Background: an optimization exercise with open tools, aiming at small area. Do not read the settings as production practice.
Only simulation tests tie the RTL to the original design; equivalence was not proved.
Power is estimated from default activity; no workload was simulated.

## alpha
Design ep_top, start of the top module:
module ep_top (
    input  logic        clk,
    input  logic        rst_n,
    input  logic [31:0] trn_rd_i,
    input  logic        trn_rsof_n_i,
    input  logic        trn_reof_n_i,
    input  logic        trn_rsrc_rdy_n_i,
    output logic        trn_rdst_rdy_n_o,
    output logic [31:0] trn_td_o,
    output logic        trn_tsof_n_o,
    output logic        trn_teof_n_o,
    output logic        trn_tsrc_rdy_n_o,
    input  logic        trn_tdst_rdy_n_i,
    input  logic [15:0] cfg_completer_id_i
);
Size: about 1,400 cells after synthesis, about 1,000 flip-flops, roughly 90 I/O pins, roughly 0.023 sq mm of cells after synthesis.
make LEC_CHECK=0 CAP_MARGIN=20 CORE_MARGIN=2 CORE_UTILIZATION=40 CTS_BUF_LIST=sky130_fd_sc_hd__clkbuf_8 CTS_CLUSTER_DIAMETER=50 CTS_CLUSTER_SIZE=18 SLEW_MARGIN=20 finish   # period 5.0 ns
run.sh (not shown) runs the stock make flow with config.mk's settings and CLKGATE_MAP_FILE= SYNTH_SCRIPT=/design/flow/synth_recipe.tcl, a recipe that flattens the netlist after the stock synthesis.
Per the final summary, alpha finished and its layout is clean on timing, DRC and antenna.
Inputs modified between alpha and beta:
Settings: CTS_CLUSTER_SIZE changed from 18 to 22; CTS_CLUSTER_DIAMETER changed from 50 to 40; CORE_UTILIZATION changed from 40 to 70.
## What came out
- beta vs. alpha: cell count dropped 13%, setup slack of the critical path after layout dropped 140 ps, worst hold slack climbed 5.4 ps, per-cell via count in the routed design climbed 0.62.
- Die area was lower in beta than in alpha.
- From alpha to beta the numbers moved as follows: detailed route wirelength on metal2 rose about 17%; fraction of area in multi-input gates closely matched the old numbers.
- beta ends up with higher sequential share of layout area than alpha does.
- [beta] total clock buffers created by CTS fell 3 relative to alpha
- Compared with alpha, beta shows post-route clock period utilization higher by 2.7 points.


The RTL this note starts from:
==> flow/design.v <==
`default_nettype none
package ep_pkg;
    localparam int DATA_W     = 32;     
    localparam int REG_ADDR_W = 5;      
    localparam int NUM_REGS   = 1 << REG_ADDR_W;
    localparam logic [6:0] FMT_TYPE_MRD32 = 7'b00_00000;   
    localparam logic [6:0] FMT_TYPE_MWR32 = 7'b10_00000;   
    localparam logic [6:0] FMT_TYPE_CPLD  = 7'b10_01010;   
    localparam logic [DATA_W-1:0] ID_REG_VALUE = 32'hE9D0_0001;
endpackage
`default_nettype wire
`default_nettype none
module ep_mem_access (
    input  logic        clk,
    input  logic        clr_i,       
    input  logic [3:0]  wr_be_i,     
    input  logic [31:0] wr_data_i,   
    output logic [31:0] head_o       
);
    localparam int WORDS = 31;
    logic [32*WORDS-1:0] ring;
    logic [31:0]         tail_d;
    assign head_o = ring[31:0];
    always_comb begin
        for (int b = 0; b < 4; b++)
            tail_d[31-8*b -: 8] = clr_i     ? 8'h00 :
                                  wr_be_i[b] ? wr_data_i[31-8*b -: 8] :
                                               ring[31-8*b -: 8];
    end
    always_ff @(posedge clk)
        ring <= {tail_d, ring[32*WORDS-1:32]};
endmodule
`default_nettype wire
`default_nettype none
import ep_pkg::*;
module ep_top (
    input  logic        clk,
    input  logic        rst_n,
    input  logic [31:0] trn_rd_i,
    input  logic        trn_rsof_n_i,
    input  logic        trn_reof_n_i,
    input  logic        trn_rsrc_rdy_n_i,
    output logic        trn_rdst_rdy_n_o,
    output logic [31:0] trn_td_o,
    output logic        trn_tsof_n_o,
    output logic        trn_teof_n_o,
    output logic        trn_tsrc_rdy_n_o,
    input  logic        trn_tdst_rdy_n_i,
    input  logic [15:0] cfg_completer_id_i
);
    localparam logic [3:0] S_CLR  = 4'b0000;   
    localparam logic [3:0] S_DW0  = 4'b0001;
    localparam logic [3:0] S_RD1  = 4'b0010;
    localparam logic [3:0] S_WR1  = 4'b0011;
    localparam logic [3:0] S_RD2  = 4'b0100;
    localparam logic [3:0] S_WR2  = 4'b0101;
    localparam logic [3:0] S_WR3  = 4'b0110;   
    localparam logic [3:0] S_SKIP = 4'b0111;
    localparam logic [3:0] S_B0   = 4'b1000;
    localparam logic [3:0] S_B1   = 4'b1001;
    localparam logic [3:0] S_B2   = 4'b1010;
    localparam logic [3:0] S_B3   = 4'b1011;
    localparam logic [3:0] S_RDW  = 4'b1100;   
    localparam logic [4:0] PTR_FIRST = 5'b00001;
    localparam logic [4:0] PTR_LAST  = 5'b10000;   
    localparam logic [31:0] ID_LL = {ID_REG_VALUE[7:0], ID_REG_VALUE[15:8],
                                     ID_REG_VALUE[23:16], ID_REG_VALUE[31:24]};
    logic [3:0]  state;
    logic [4:0]  ptr;         
    logic [31:0] hdr_q;       
    logic [3:0]  be_q;
    logic [1:0]  attr_q;
    logic [4:0]  addr;
    logic [2:0]  tc;
    logic        addr_zero;
    logic        hit;
    logic        rx_on;
    logic        beat_ok;
    logic        tx_ok;
    logic [6:0]  fmt_type;
    logic        one_dw;
    logic [31:0] head;
    logic [31:0] rd_word;
    logic [31:0] be_mask;
    logic [3:0]  wr_be;
    logic [1:0]  lo_idx;
    logic [2:0]  byte_cnt;
    assign addr      = hdr_q[6:2];
    assign tc        = {hdr_q[7], hdr_q[1:0]};
    assign addr_zero = (addr == 5'd0);
    assign hit       = (ptr == addr) || addr_zero;
    assign fmt_type  = trn_rd_i[30:24];
    assign one_dw    = (trn_rd_i[9:0] == 10'd1);
    assign rx_on            = !state[3] && (state != S_CLR) && (state != S_WR3 || hit);
    assign trn_rdst_rdy_n_o = !rx_on;
    assign beat_ok          = rx_on && !trn_rsrc_rdy_n_i;
    assign trn_tsrc_rdy_n_o = !(state[3] && !state[2]);
    assign trn_tsof_n_o     = state[1] || state[0];
    assign trn_teof_n_o     = !(state[1] && state[0]);
    assign tx_ok            = !trn_tsrc_rdy_n_o && !trn_tdst_rdy_n_i;
    assign wr_be = (state == S_WR3 && !trn_rsrc_rdy_n_i && ptr == addr) ? be_q : 4'b0000;
    ep_mem_access i_mem (
        .clk       (clk),
        .clr_i     (state == S_CLR),
        .wr_be_i   (wr_be),
        .wr_data_i (trn_rd_i),
        .head_o    (head)
    );
    always_ff @(posedge clk) begin
        if (!rst_n)
            ptr <= PTR_FIRST;
        else
            ptr <= {ptr[3:0], ptr[4] ^ ptr[2]};
    end
    always_ff @(posedge clk) begin
        if (!rst_n) begin
            state <= S_CLR;
        end else begin
            case (state)
                S_CLR: if (ptr == PTR_LAST) state <= S_DW0;
                S_DW0: begin
                    if (beat_ok && !trn_rsof_n_i && trn_reof_n_i) begin
                        if (one_dw && fmt_type == FMT_TYPE_MRD32)
                            state <= S_RD1;
                        else if (one_dw && fmt_type == FMT_TYPE_MWR32)
                            state <= S_WR1;
                        else
                            state <= S_SKIP;
                    end
                end
                S_RD1:  if (beat_ok) state <= trn_reof_n_i ? S_RD2 : S_DW0;
                S_WR1:  if (beat_ok) state <= trn_reof_n_i ? S_WR2 : S_DW0;
                S_RD2:  if (beat_ok) state <= trn_reof_n_i ? S_SKIP : S_B0;
                S_WR2:  if (beat_ok) state <= trn_reof_n_i ? S_WR3 : S_DW0;
                S_WR3:  if (beat_ok) state <= trn_reof_n_i ? S_SKIP : S_DW0;
                S_SKIP: if (beat_ok && !trn_reof_n_i) state <= S_DW0;
                S_B0:   if (tx_ok) state <= S_B1;
                S_B1:   if (tx_ok) state <= S_B2;
                S_B2:   if (tx_ok) state <= S_RDW;
                S_RDW:  if (hit) state <= S_B3;
                S_B3:   if (tx_ok) state <= S_DW0;
                default: state <= S_CLR;
            endcase
        end
    end
    assign rd_word = addr_zero ? ID_LL : head;
    assign be_mask = {{8{be_q[0]}}, {8{be_q[1]}}, {8{be_q[2]}}, {8{be_q[3]}}};
    always_ff @(posedge clk) begin
        if (state == S_DW0) begin
            {hdr_q[7], hdr_q[1:0]} <= trn_rd_i[22:20];
            attr_q                 <= trn_rd_i[13:12];
        end
        if (state == S_RD1 || state == S_WR1) begin
            hdr_q[31:8] <= trn_rd_i[31:8];
            be_q        <= trn_rd_i[3:0];
        end
        if (state == S_RD2 || state == S_WR2)
            hdr_q[6:2] <= trn_rd_i[6:2];
        if (state == S_RDW && hit)
            hdr_q <= rd_word & be_mask;
    end
    always_comb begin
        casez (be_q)
            4'b???1: lo_idx = 2'd0;
            4'b??10: lo_idx = 2'd1;
            4'b?100: lo_idx = 2'd2;
            4'b1000: lo_idx = 2'd3;
            default: lo_idx = 2'd0;
        endcase
        casez (be_q)
            4'b0000: byte_cnt = 3'd1;
            4'b1??1: byte_cnt = 3'd4;
            4'b01?1: byte_cnt = 3'd3;
            4'b1?10: byte_cnt = 3'd3;
            4'b0011: byte_cnt = 3'd2;
            4'b0110: byte_cnt = 3'd2;
            4'b1100: byte_cnt = 3'd2;
            default: byte_cnt = 3'd1;
        endcase
    end
    always_comb begin
        case (state[1:0])
            2'd0: trn_td_o = {1'b0, FMT_TYPE_CPLD, 1'b0, tc, 4'b0000,
                              1'b0, 1'b0, attr_q, 2'b00, 10'd1};
            2'd1: trn_td_o = {cfg_completer_id_i, 3'b000, 1'b0, 9'd0, byte_cnt};
            2'd2: trn_td_o = {hdr_q[31:8], 1'b0, addr, lo_idx};
            default: trn_td_o = hdr_q;
        endcase
    end
endmodule
`default_nettype wire
Settings: LEC_CHECK=0, CAP_MARGIN=20, CORE_MARGIN=2, CORE_UTILIZATION=40, SLEW_MARGIN=20; clock period 5.0 ns.
standard.sh (not shown) runs the stock make flow with config.mk's settings and CLKGATE_MAP_FILE= SYNTH_SCRIPT=/design/flow/synth_recipe.tcl, a recipe that flattens the netlist after the stock synthesis.
==> flow/flow/run.sh <==
#!/bin/bash
# Standard ORFS layout (the standard.sh, standard synthesis unchanged) with
# three knobs: ports buffered with the smallest buffer, and a clock tree of
# clkbuf_8 leaf clusters without dummy loads.
set -euo pipefail
CTS="-sink_clustering_enable -repair_clock_nets -buf_list sky130_fd_sc_hd__clkbuf_16"
CTS="$CTS -sink_clustering_size 36 -sink_clustering_max_diameter 60 -dont_use_dummy_load"
bash standard.sh \
  "BUFFER_PORTS_ARGS=-buffer_cell sky130_fd_sc_hd__buf_1" \
  "CTS_ARGS=$CTS" \
  finish > flow.log 2>&1
Rerun with:
==> flow/run.sh (new file) <==
#!/bin/bash
# synth_recipe.tcl (not shown) runs the flow's synth.tcl, then flattens the netlist and writes it again
# the make line also repeats each setting of config.mk as NAME=value (left out here)
make -C /OpenROAD-flow-scripts/flow DESIGN_CONFIG=/design/flow/config.mk WORK_HOME=/design/flow/orfs CLKGATE_MAP_FILE= SYNTH_SCRIPT=/design/flow/synth_recipe.tcl finish
Settings changed: CTS_BUF_LIST set to sky130_fd_sc_hd__clkbuf_4.
removed: flow/flow/run.sh
removed: flow/standard.sh
Core utilization increases by 4.3 points.
Power climbs by 21%.
Routed wire length rises by 9.0%.
Final cell count went up by 16%.
Clock-buffer cell count came out higher by 301.
Global-route usage came out higher by 1.5 points.
Via count went up by 14%.
Clock skew falls by 25 ps.
Rerun with:
Settings changed: CTS_BUF_LIST sky130_fd_sc_hd__clkbuf_4 to sky130_fd_sc_hd__clkbuf_16, CTS_CLUSTER_DIAMETER set to 60, CTS_CLUSTER_SIZE set to 36.
After rerunning:
- cell count falls by 13%
- maximum frequency is higher by 9.2%
- critical path depth does not change
- clock-buffer cell count falls by 297
- via count came out lower by 10%
- setup slack improves by 370 ps
- non-clock buffer count stays the same
- flip-flop and latch count is unchanged
- routed wire length decreases by 6.3%
Rerun with:
==> flow/flow/run.sh (new file) <==
#!/bin/bash
# Standard ORFS layout (the standard.sh, standard synthesis unchanged) with
# three knobs: ports buffered with the smallest buffer, and a clock tree of
# clkbuf_8 leaf clusters without dummy loads.
set -euo pipefail
CTS="-sink_clustering_enable -repair_clock_nets -buf_list sky130_fd_sc_hd__clkbuf_8"
CTS="$CTS -sink_clustering_size 18 -sink_clustering_max_diameter 50 -dont_use_dummy_load"
bash standard.sh \
  "BUFFER_PORTS_ARGS=-buffer_cell sky130_fd_sc_hd__buf_1" \
  "CTS_ARGS=$CTS" \
  finish > flow.log 2>&1
==> flow/standard.sh (new file) <==
#!/bin/bash
# synth_recipe.tcl (not shown) runs the flow's synth.tcl, then flattens the netlist and writes it again
# the make line also repeats each setting of config.mk as NAME=value (left out here)
make -C /OpenROAD-flow-scripts/flow DESIGN_CONFIG=/design/flow/config.mk WORK_HOME=/design/flow/orfs CLKGATE_MAP_FILE= SYNTH_SCRIPT=/design/flow/synth_recipe.tcl "${@:-finish}"
Settings changed: CTS_BUF_LIST sky130_fd_sc_hd__clkbuf_16 to unset, CTS_CLUSTER_DIAMETER 60 to unset, CTS_CLUSTER_SIZE 36 to unset.
removed: flow/run.sh
=> The new run passed the timing, design-rule and antenna checks. Area after synthesis does not change. Setup slack is better by 280 ps. Utilization shrinks by 2.2 points. Routed wire length drops by about 1%. Die area does not change. Register-to-register slack gets better by 130 ps. Power is lower by 9.2%. Clock-buffer cell count rises by 24. Worst hold slack got worse by 29 ps.
Rerun with:
==> flow/run.sh (new file) <==
#!/bin/bash
# synth_recipe.tcl (not shown) runs the flow's synth.tcl, then flattens the netlist and writes it again
# the make line also repeats each setting of config.mk as NAME=value (left out here)
make -C /OpenROAD-flow-scripts/flow DESIGN_CONFIG=/design/flow/config.mk WORK_HOME=/design/flow/orfs CLKGATE_MAP_FILE= SYNTH_SCRIPT=/design/flow/synth_recipe.tcl finish
removed: flow/flow/run.sh
removed: flow/standard.sh
Global-route usage goes up by 0.76 points; routed wire length goes up by about 5.6%; via count goes up by about 3.7%; clock skew goes down by 34 ps; cell count goes up by 4.4%; final area goes up by 10%.

separate check: timing with driven ports:
The flow's constraints put no driver on any port. The routed layouts listed below were extracted and timed again, unchanged, in two steps.
Step 1 (the two cells are an assumption about what drives the block):
set clk [get_ports {clk}]
set_driving_cell -lib_cell sky130_fd_sc_hd__clkbuf_16 $clk
set_driving_cell -lib_cell sky130_fd_sc_hd__buf_2 [delete_from_list [all_inputs] $clk]
Step 2 adds t to the input delays and takes it off the output delays; t is the mean of the earliest and latest rising clock arrival at the registers after step 1. Input paths then give back, and output paths get back, about the clock's delay inside the block.
a / b / c = ideal ports / drivers / drivers and shift; a / b = the first two.
run	shift t [ns]	setup WS [ns]	worst setup path after step 2
alpha	0.699	0.923 / 0.870 / 1.481	input to output
beta	0.684	0.787 / 0.735 / 1.420	register to output
the first run of note 2	0.631	1.228 / 1.172 / 1.803	register to output
the second run of note 2	1.028	0.562 / 0.512 / 1.483	input to output
the third run of note 2	0.647	0.935 / 0.881 / 1.502	input to output
the fourth run of note 2	0.674	1.211 / 1.158 / 1.833	register to output
the fifth run of note 2	0.671	0.951 / 0.894 / 1.514	input to output
After both steps every run listed still meets setup and hold.
